From an optimization exercise on the open Yosys and OpenROAD flow, aimed at small area, a short achievable clock period and few clock cycles; shortcuts taken in it are not production practice. The RTL was checked by simulation tests, not by an equivalence proof against the original design. Power figures rest on the tool's default switching activity, not on a simulated workload.

==> flow/design.v <==
package ap_cam_pkg;
  typedef enum logic [1:0] {
    COL_A = 2'd0,
    COL_B = 2'd1,
    COL_C = 2'd2
  } column_e;
  typedef struct packed {
    logic                     write;
    column_e                  col;
    logic [4-1:0]  row;
    logic [8-1:0] data;
  } host_req_t;
  typedef struct packed {
    logic                     en;
    logic [4-1:0]  row;
    logic [8-1:0] data;
  } host_wr_t;
  typedef struct packed {
    logic [9-1:0] key;
    logic [9-1:0] mask;
  } search_t;
  typedef struct packed {
    logic                    en;
    logic [9-1:0] data;
    logic [9-1:0] mask;
  } par_wr_t;
endpackage
package ap_op_pkg;
  typedef enum logic [2:0] {
    OP_OR  = 3'd0,
    OP_XOR = 3'd1,
    OP_AND = 3'd2,
    OP_NOT = 3'd3,
    OP_ADD = 3'd4
  } op_e;
  typedef struct packed {
    logic       key_a;
    logic       key_b;
    logic       val_c;
    logic [1:0] unused;
  } pass_logic_t;
  typedef struct packed {
    logic key_a;
    logic key_b;
    logic key_carry;
    logic val_sum;
    logic val_carry;
  } pass_arith_t;
  typedef union packed {
    pass_logic_t lgc;
    pass_arith_t arith;
  } pass_entry_u;
endpackage
`timescale 1ns/1ps
module ap_top
(
  input  logic                     clock,
  input  logic                     rst,
  input  logic                     req_write,
  input  logic [1:0]               req_col,
  input  logic [4-1:0]  req_row,
  input  logic [8-1:0] req_data,
  input  logic                     req_valid,
  output logic                     req_ready,
  output logic [9-1:0]  rsp_data,
  output logic                     rsp_valid,
  input  logic [2:0]               op,
  input  logic                     op_valid,
  output logic                     op_ready,
  output logic                     op_done
);
  localparam int ROWS = 16;
  localparam int W    = 8;
  localparam int CW   = 9;
  logic [W-1:0]  mem_a [ROWS];
  logic [W-1:0]  mem_b [ROWS];
  logic [CW-1:0] mem_c [ROWS];
  logic [ROWS-1:0] lazy;           
  logic [3:0] tt_q;
  logic       add_q;
  logic in_op;
  logic idle;
  logic                    pend;
  logic                    pend_held;
  logic [4-1:0] pend_row;
  logic [CW-1:0]           hold_q;
  logic [CW-1:0]           pend_val;
  logic [CW-1:0] rsp_q;
  logic accept, wr, rd, wr_a, wr_b, wr_c, op_acc, mat_now, defer, fwd;
  logic [ROWS-1:0] rsel;
  logic [W-1:0]  a_r;
  logic [W-1:0]  b_r;
  logic [CW-1:0] c_r;
  logic          lz_r;
  logic          use_alu;
  logic [CW-1:0] alu;
  logic [CW-1:0] other;
  logic [CW-1:0] rsp_d;
  logic [CW-1:0] wd;
  logic [3:0]    tt_d;
  assign req_ready = idle;
  assign op_ready  = idle && !req_valid;
  assign op_done   = in_op;
  assign rsp_data  = rsp_q;
  assign accept = req_valid && idle;
  assign wr     = accept && req_write;
  assign rd     = accept && !req_write;
  assign wr_a   = wr && (req_col == 2'd0);
  assign wr_b   = wr && (req_col == 2'd1);
  assign wr_c   = wr && (req_col == 2'd2);
  assign op_acc = op_valid && idle && !req_valid && !rst;
  assign defer    = pend && wr_c;
  assign mat_now  = pend && !wr_c;
  assign pend_val = pend_held ? hold_q : rsp_q;
  assign rsel = ROWS'(1) << req_row;
  logic [3:0]    lo_sel;
  logic [3:0]    hi_sel;
  logic [W-1:0]  ga [4];
  logic [W-1:0]  gb [4];
  logic [CW-1:0] gc [4];
  logic [3:0]    gl;
  assign lo_sel = 4'(1) << req_row[1:0];
  assign hi_sel = 4'(1) << req_row[3:2];
  always_comb begin
    a_r  = '0;
    b_r  = '0;
    c_r  = '0;
    lz_r = 1'b0;
    for (int g = 0; g < 4; g++) begin
      ga[g] = '0;
      gb[g] = '0;
      gc[g] = '0;
      gl[g] = 1'b0;
      for (int j = 0; j < 4; j++) begin
        ga[g] = ga[g] | ({W{lo_sel[j]}}  & mem_a[4*g+j]);
        gb[g] = gb[g] | ({W{lo_sel[j]}}  & mem_b[4*g+j]);
        gc[g] = gc[g] | ({CW{lo_sel[j]}} & mem_c[4*g+j]);
        gl[g] = gl[g] | (lo_sel[j] & lazy[4*g+j]);
      end
      a_r  = a_r  | ({W{hi_sel[g]}}  & ga[g]);
      b_r  = b_r  | ({W{hi_sel[g]}}  & gb[g]);
      c_r  = c_r  | ({CW{hi_sel[g]}} & gc[g]);
      lz_r = lz_r | (hi_sel[g] & gl[g]);
    end
  end
  logic [W-1:0] g0, p0, g1, p1, g2, p2, g3;
  logic [W:0]   cy;
  always_comb begin
    g0 = a_r & b_r;
    p0 = a_r | b_r;
    for (int i = 0; i < W; i++) begin
      g1[i] = (i >= 1) ? (g0[i] | (p0[i] & g0[i-1])) : g0[i];
      p1[i] = (i >= 1) ? (p0[i] & p0[i-1]) : p0[i];
    end
    for (int i = 0; i < W; i++) begin
      g2[i] = (i >= 2) ? (g1[i] | (p1[i] & g1[i-2])) : g1[i];
      p2[i] = (i >= 2) ? (p1[i] & p1[i-2]) : p1[i];
    end
    for (int i = 0; i < W; i++) begin
      g3[i] = (i >= 4) ? (g2[i] | (p2[i] & g2[i-4])) : g2[i];
    end
    cy = {g3, 1'b0};
    for (int i = 0; i < W; i++) begin
      alu[i] = tt_q[{a_r[i], b_r[i]}] ^ (add_q & cy[i]);
    end
    alu[W] = add_q & cy[W];
  end
  always_comb begin
    case (op)
      3'd0:    tt_d = 4'b1110;
      3'd1:    tt_d = 4'b0110;
      3'd2:    tt_d = 4'b1000;
      3'd3:    tt_d = 4'b0011;
      3'd4:    tt_d = 4'b0110;
      default: tt_d = 4'b0000;
    endcase
  end
  assign fwd     = pend && (pend_row == req_row);
  assign use_alu = lz_r && (req_write || req_col[1]);
  always_comb begin
    if (!req_write && (req_col == 2'd0))      other = CW'(a_r);
    else if (!req_write && (req_col == 2'd1)) other = CW'(b_r);
    else if (fwd)                             other = pend_val;
    else                                      other = c_r;
  end
  assign rsp_d = use_alu ? alu : other;
  always_ff @(posedge clock) begin
    if (rst) begin
      in_op     <= 1'b0;
      idle      <= 1'b1;
      rsp_valid <= 1'b0;
    end else begin
      in_op     <= op_acc;
      idle      <= !op_acc;
      rsp_valid <= rd;
    end
  end
  always_ff @(posedge clock) begin
    if (op_acc) begin
      tt_q  <= tt_d;
      add_q <= (op == 3'd4);
    end
  end
  always_ff @(posedge clock) begin
    if ((wr_a || wr_b) && lz_r) begin
      pend <= 1'b1;
    end else if (!(defer && (req_row != pend_row))) begin
      pend <= 1'b0;
    end
    if (!defer) begin
      pend_row <= req_row;
    end
    pend_held <= defer;
    hold_q    <= pend_val;
    rsp_q     <= rsp_d;
  end
  assign wd = wr_c ? CW'(req_data) : pend_val;
  for (genvar r = 0; r < ROWS; r++) begin : g_row
    always_ff @(posedge clock) begin
      if (wr_a && rsel[r]) mem_a[r] <= req_data;
      if (wr_b && rsel[r]) mem_b[r] <= req_data;
      if ((wr_c && rsel[r]) || (mat_now && (pend_row == r))) mem_c[r] <= wd;
    end
    always_ff @(posedge clock) begin
      if (op_acc) begin
        lazy[r] <= 1'b1;
      end else if (wr && rsel[r] && (req_col != 2'd3)) begin
        lazy[r] <= 1'b0;
      end
    end
  end
endmodule
clock: 5.0 ns
lec_check: 0
abc_area: 1
cap_margin: 20
core_margin: 2
core_utilization: 40
setup_slack_margin: 2.5
slew_margin: 20
run.sh (not shown) runs the stock make flow with config.mk's settings and CLKGATE_MAP_FILE= SYNTH_SCRIPT=/design/flow/synth_recipe.tcl, a recipe that flattens the netlist after the stock synthesis.
Testbench counts at the start, summed over its fixed seeds: cycles 2,696.
Next try:
--- a/flow/design.v
+++ b/flow/design.v
@@ -103,5 +103,5 @@
   assign op_done   = in_op;
   assign rsp_data  = rsp_q;
-  assign accept = req_valid && idle;
+  assign accept = req_valid && idle && !rst;
   assign wr     = accept && req_write;
   assign rd     = accept && !req_write;
@@ -114,12 +114,4 @@
   assign pend_val = pend_held ? hold_q : rsp_q;
   assign rsel = ROWS'(1) << req_row;
-  logic [3:0]    lo_sel;
-  logic [3:0]    hi_sel;
-  logic [W-1:0]  ga [4];
-  logic [W-1:0]  gb [4];
-  logic [CW-1:0] gc [4];
-  logic [3:0]    gl;
-  assign lo_sel = 4'(1) << req_row[1:0];
-  assign hi_sel = 4'(1) << req_row[3:2];
   always_comb begin
     a_r  = '0;
@@ -127,19 +119,9 @@
     c_r  = '0;
     lz_r = 1'b0;
-    for (int g = 0; g < 4; g++) begin
-      ga[g] = '0;
-      gb[g] = '0;
-      gc[g] = '0;
-      gl[g] = 1'b0;
-      for (int j = 0; j < 4; j++) begin
-        ga[g] = ga[g] | ({W{lo_sel[j]}}  & mem_a[4*g+j]);
-        gb[g] = gb[g] | ({W{lo_sel[j]}}  & mem_b[4*g+j]);
-        gc[g] = gc[g] | ({CW{lo_sel[j]}} & mem_c[4*g+j]);
-        gl[g] = gl[g] | (lo_sel[j] & lazy[4*g+j]);
-      end
-      a_r  = a_r  | ({W{hi_sel[g]}}  & ga[g]);
-      b_r  = b_r  | ({W{hi_sel[g]}}  & gb[g]);
-      c_r  = c_r  | ({CW{hi_sel[g]}} & gc[g]);
-      lz_r = lz_r | (hi_sel[g] & gl[g]);
+    for (int r = 0; r < ROWS; r++) begin
+      a_r  = a_r  | ({W{rsel[r]}}  & mem_a[r]);
+      b_r  = b_r  | ({W{rsel[r]}}  & mem_b[r]);
+      c_r  = c_r  | ({CW{rsel[r]}} & mem_c[r]);
+      lz_r = lz_r | (rsel[r] & lazy[r]);
     end
   end
@@ -148,5 +130,5 @@
   always_comb begin
     g0 = a_r & b_r;
-    p0 = a_r | b_r;
+    p0 = a_r ^ b_r;
     for (int i = 0; i < W; i++) begin
       g1[i] = (i >= 1) ? (g0[i] | (p0[i] & g0[i-1])) : g0[i];
@@ -204,10 +186,8 @@
   always_ff @(posedge clock) begin
     if ((wr_a || wr_b) && lz_r) begin
-      pend <= 1'b1;
+      pend     <= 1'b1;
+      pend_row <= req_row;
     end else if (!(defer && (req_row != pend_row))) begin
-      pend <= 1'b0;
-    end
-    if (!defer) begin
-      pend_row <= req_row;
+      pend     <= 1'b0;
     end
     pend_held <= defer;
Utilization is lower by 0.42 points.
Wire length grows by 6.8%.
Total power went up by 0.42%.
Combinational power falls by about 7%.
Cell area rose by about 1.1%.
Clock skew rises by 0.0061 ns.
Setup slack loses 0.23 ns.
Testbench counts after the change, summed over its fixed seeds: cycles 2,696.

v6:
Another version of the RTL of ap_top (not shown whole).
Size: about 1700 cells after synthesis, roughly 450 flip-flops, about 35 I/O pins, ~18000 um^2 of cells after synthesis.
==> module ap_top, before the edit <==
module ap_top
(
  input  logic                     clock,
  input  logic                     rst,
  input  logic                     req_write,
  input  logic [1:0]               req_col,
  input  logic [4-1:0]  req_row,
  input  logic [8-1:0] req_data,
  input  logic                     req_valid,
  output logic                     req_ready,
  output logic [9-1:0]  rsp_data,
  output logic                     rsp_valid,
  input  logic [2:0]               op,
  input  logic                     op_valid,
  output logic                     op_ready,
  output logic                     op_done
);
  localparam int ROWS = 16;
  localparam int W    = 8;
  localparam int CW   = 9;
  logic [W-1:0]  mem_a [ROWS];
  logic [W-1:0]  mem_b [ROWS];
  logic [CW-1:0] mem_c [ROWS];
  logic [ROWS-1:0] lazy;           
  logic [3:0] tt_q;
  logic       add_q;
  logic in_op;
  logic idle;
  logic                    wq_v;
  logic                    wq_mat;
  logic [1:0]              wq_col;
  logic [4-1:0] wq_row;
  logic [W-1:0]            wq_data;
  logic [CW-1:0] rsp_q;
  logic accept, wr, rd, op_acc;
  logic wq_a, wq_b, wq_c;
  logic hit, mat_hit;
  logic [W-1:0]  a_r;
  logic [W-1:0]  b_r;
  logic [CW-1:0] c_r;
  logic          lz_r;
  logic          use_alu;
  logic [CW-1:0] alu;
  logic [CW-1:0] other;
  logic [CW-1:0] rsp_d;
  logic [CW-1:0] wd_c;
  logic [3:0]    tt_d;
  assign req_ready = idle;
  assign op_ready  = idle && !req_valid;
  assign op_done   = in_op;
  assign rsp_data  = rsp_q;
  assign accept = req_valid && idle;
  assign wr     = accept && req_write && !rst;
  assign rd     = accept && !req_write;
  assign op_acc = op_valid && idle && !req_valid && !rst;
  logic [3:0]    lo_sel;
  logic [3:0]    hi_sel;
  logic [W-1:0]  ga [4];
  logic [W-1:0]  gb [4];
  logic [CW-1:0] gc [4];
  logic [3:0]    gl;
  assign lo_sel = 4'(1) << req_row[1:0];
  assign hi_sel = 4'(1) << req_row[3:2];
  always_comb begin
    a_r  = '0;
    b_r  = '0;
    c_r  = '0;
    lz_r = 1'b0;
    for (int g = 0; g < 4; g++) begin
      ga[g] = '0;
      gb[g] = '0;
      gc[g] = '0;
      gl[g] = 1'b0;
      for (int j = 0; j < 4; j++) begin
        ga[g] = ga[g] | ({W{lo_sel[j]}}  & mem_a[4*g+j]);
        gb[g] = gb[g] | ({W{lo_sel[j]}}  & mem_b[4*g+j]);
        gc[g] = gc[g] | ({CW{lo_sel[j]}} & mem_c[4*g+j]);
        gl[g] = gl[g] | (lo_sel[j] & lazy[4*g+j]);
      end
      a_r  = a_r  | ({W{hi_sel[g]}}  & ga[g]);
      b_r  = b_r  | ({W{hi_sel[g]}}  & gb[g]);
      c_r  = c_r  | ({CW{hi_sel[g]}} & gc[g]);
      lz_r = lz_r | (hi_sel[g] & gl[g]);
    end
  end
  logic [W-1:0] g0, p0, g1, p1, g2, p2, g3;
  logic [W:0]   cy;
  always_comb begin
    g0 = a_r & b_r;
    p0 = a_r | b_r;
    for (int i = 0; i < W; i++) begin
      g1[i] = (i >= 1) ? (g0[i] | (p0[i] & g0[i-1])) : g0[i];
      p1[i] = (i >= 1) ? (p0[i] & p0[i-1]) : p0[i];
    end
    for (int i = 0; i < W; i++) begin
      g2[i] = (i >= 2) ? (g1[i] | (p1[i] & g1[i-2])) : g1[i];
      p2[i] = (i >= 2) ? (p1[i] & p1[i-2]) : p1[i];
    end
    for (int i = 0; i < W; i++) begin
      g3[i] = (i >= 4) ? (g2[i] | (p2[i] & g2[i-4])) : g2[i];
    end
    cy = {g3, 1'b0};
    for (int i = 0; i < W; i++) begin
      alu[i] = tt_q[{a_r[i], b_r[i]}] ^ (add_q & cy[i]);
    end
    alu[W] = add_q & cy[W];
  end
  always_comb begin
    case (op)
      3'd0:    tt_d = 4'b1110;
      3'd1:    tt_d = 4'b0110;
      3'd2:    tt_d = 4'b1000;
      3'd3:    tt_d = 4'b0011;
      3'd4:    tt_d = 4'b0110;
      default: tt_d = 4'b0000;
    endcase
  end
  assign hit     = wq_v && (wq_row == req_row);
  assign mat_hit = wq_mat && (wq_row == req_row);
  assign use_alu = (lz_r || mat_hit) && (req_write || req_col[1]);
  always_comb begin
    if (req_col == 2'd0)                 other = (hit && (wq_col == 2'd0)) ? CW'(wq_data) : CW'(a_r);
    else if (req_col == 2'd1)            other = (hit && (wq_col == 2'd1)) ? CW'(wq_data) : CW'(b_r);
    else if (hit && (wq_col == 2'd2))    other = CW'(wq_data);
    else                                 other = c_r;
  end
  assign rsp_d = use_alu ? alu : other;
  always_ff @(posedge clock) begin
    if (rst) begin
      in_op     <= 1'b0;
      idle      <= 1'b1;
      rsp_valid <= 1'b0;
    end else begin
      in_op     <= op_acc;
      idle      <= !op_acc;
      rsp_valid <= rd;
    end
  end
  always_ff @(posedge clock) begin
    if (op_acc) begin
      tt_q  <= tt_d;
      add_q <= (op == 3'd4);
    end
  end
  always_ff @(posedge clock) begin
    wq_v    <= wr;
    wq_mat  <= wr && !req_col[1] && lz_r;
    wq_col  <= req_col;
    wq_row  <= req_row;
    wq_data <= req_data;
    rsp_q   <= rsp_d;
  end
  assign wq_a = wq_v && (wq_col == 2'd0);
  assign wq_b = wq_v && (wq_col == 2'd1);
  assign wq_c = wq_v && (wq_col == 2'd2);
  assign wd_c = wq_mat ? rsp_q : CW'(wq_data);
  for (genvar r = 0; r < ROWS; r++) begin : g_row
    always_ff @(posedge clock) begin
      if (wq_a && (wq_row == r)) mem_a[r] <= wq_data;
      if (wq_b && (wq_row == r)) mem_b[r] <= wq_data;
      if ((wq_c || wq_mat) && (wq_row == r)) mem_c[r] <= wd_c;
    end
    always_ff @(posedge clock) begin
      if (op_acc) begin
        lazy[r] <= 1'b1;
      end else if (wr && (req_row == r) && (req_col != 2'd3)) begin
        lazy[r] <= 1'b0;
      end
    end
  end
endmodule
Settings: LEC_CHECK=0, ABC_AREA=1, CAP_MARGIN=20, CORE_MARGIN=2, CORE_UTILIZATION=40, SETUP_SLACK_MARGIN=2.6, SLEW_MARGIN=60; clock period 5.0 ns.
standard.sh (not shown) runs the stock make flow with config.mk's settings and CLKGATE_MAP_FILE= SYNTH_SCRIPT=/design/flow/synth_recipe.tcl, a recipe that flattens the netlist after the stock synthesis.
==> flow/flow/run.sh <==
#!/bin/bash
# The standard layout (standard.sh) with these settings changed:
# - ports are buffered with buf_4 rather than the delay-cell buffer that
#   buffer_ports picks by default (every port still gets its buffer);
# - gate sizing may change a cell's footprint (the platform holds it to the
#   same footprint by default), so timing repair can upsize weak drivers;
# - clock tree synthesis adds no dummy loads and clusters up to 24 sinks
#   within 80 um under each leaf buffer (ORFS's defaults otherwise).
# All of make's output goes to standard.log; ORFS's own logs stay in orfs/logs.
set -o pipefail
bash standard.sh MATCH_CELL_FOOTPRINT=0 \
  "BUFFER_PORTS_ARGS=-buffer_cell sky130_fd_sc_hd__buf_4" \
  "CTS_ARGS=-sink_clustering_enable -repair_clock_nets -dont_use_dummy_load -sink_clustering_size 24 -sink_clustering_max_diameter 80" \
  finish > standard.log 2>&1
v6 | status: complete | timing, DRC, antenna: pass
Testbench counts of v6, summed over its fixed seeds: cycles 2,696.
--- input diff v6..v7 ---
--- a/flow/design.v
+++ b/flow/design.v
@@ -105,5 +105,5 @@
   assign rsp_data  = rsp_q;
   assign accept = req_valid && idle;
-  assign wr     = accept && req_write && !rst;
+  assign wr     = accept && req_write;
   assign rd     = accept && !req_write;
   assign op_acc = op_valid && idle && !req_valid && !rst;
[summary]
- Against v6, final area in v7 rose by a few percent.
- Summary of the comparison: fraction of the mapped netlist area in simple logic gates is lower in v7, relative to v6.
- v7 vs. v6: required time at the endpoint of the critical path shows a reduction of 50 ps; number of non-filler instances in the completed layout moved up; storage element area has remained practically unchanged; slack of the critical path fell 25 ps.
- The synthesized netlist net count of v7 and that of v6 are within noise of each other.
- Comparing total power for v6 and v7, the smaller number came from v6.
- Compared with v6, v7 shows a higher synthesized area.
Testbench counts of v7, summed over its fixed seeds: cycles 2,696.

==> afterwards: timing with drivers on the ports <==
Ports are ideal in the flow. The routed layouts listed here were re-timed in OpenROAD.
Step 1 assumes that a clkbuf_16 drives the clock port and a buf_2 every other input.
Step 2 adds t to the input delays and takes it off the output delays; t is the mean of the earliest and latest rising clock arrival at the registers after step 1. Input paths then give back, and output paths get back, about the clock's delay inside the block.
a / b / c = ideal ports / drivers / drivers and shift; a / b = the first two.
| run | t, ns | slack for setup (ns) | slew at the worst register clock pin (ns) |
|---|---|---|---|
| the first run of note 1 | 0.628 | 2.321 / 2.238 / 1.610 | 0.07 / 0.07 |
| the second run of note 1 | 0.635 | 2.089 / 2.097 / 1.462 | 0.06 / 0.06 |
| v6 | 0.605 | 2.539 / 2.428 / 1.823 | 0.10 / 0.10 |
| v7 | 0.621 | 2.515 / 2.417 / 1.796 | 0.10 / 0.10 |
After both steps every run listed still meets setup and hold. The setup slack of v7, which loses most, moves by -0.098 ns with the drivers and by -0.719 ns with both steps.
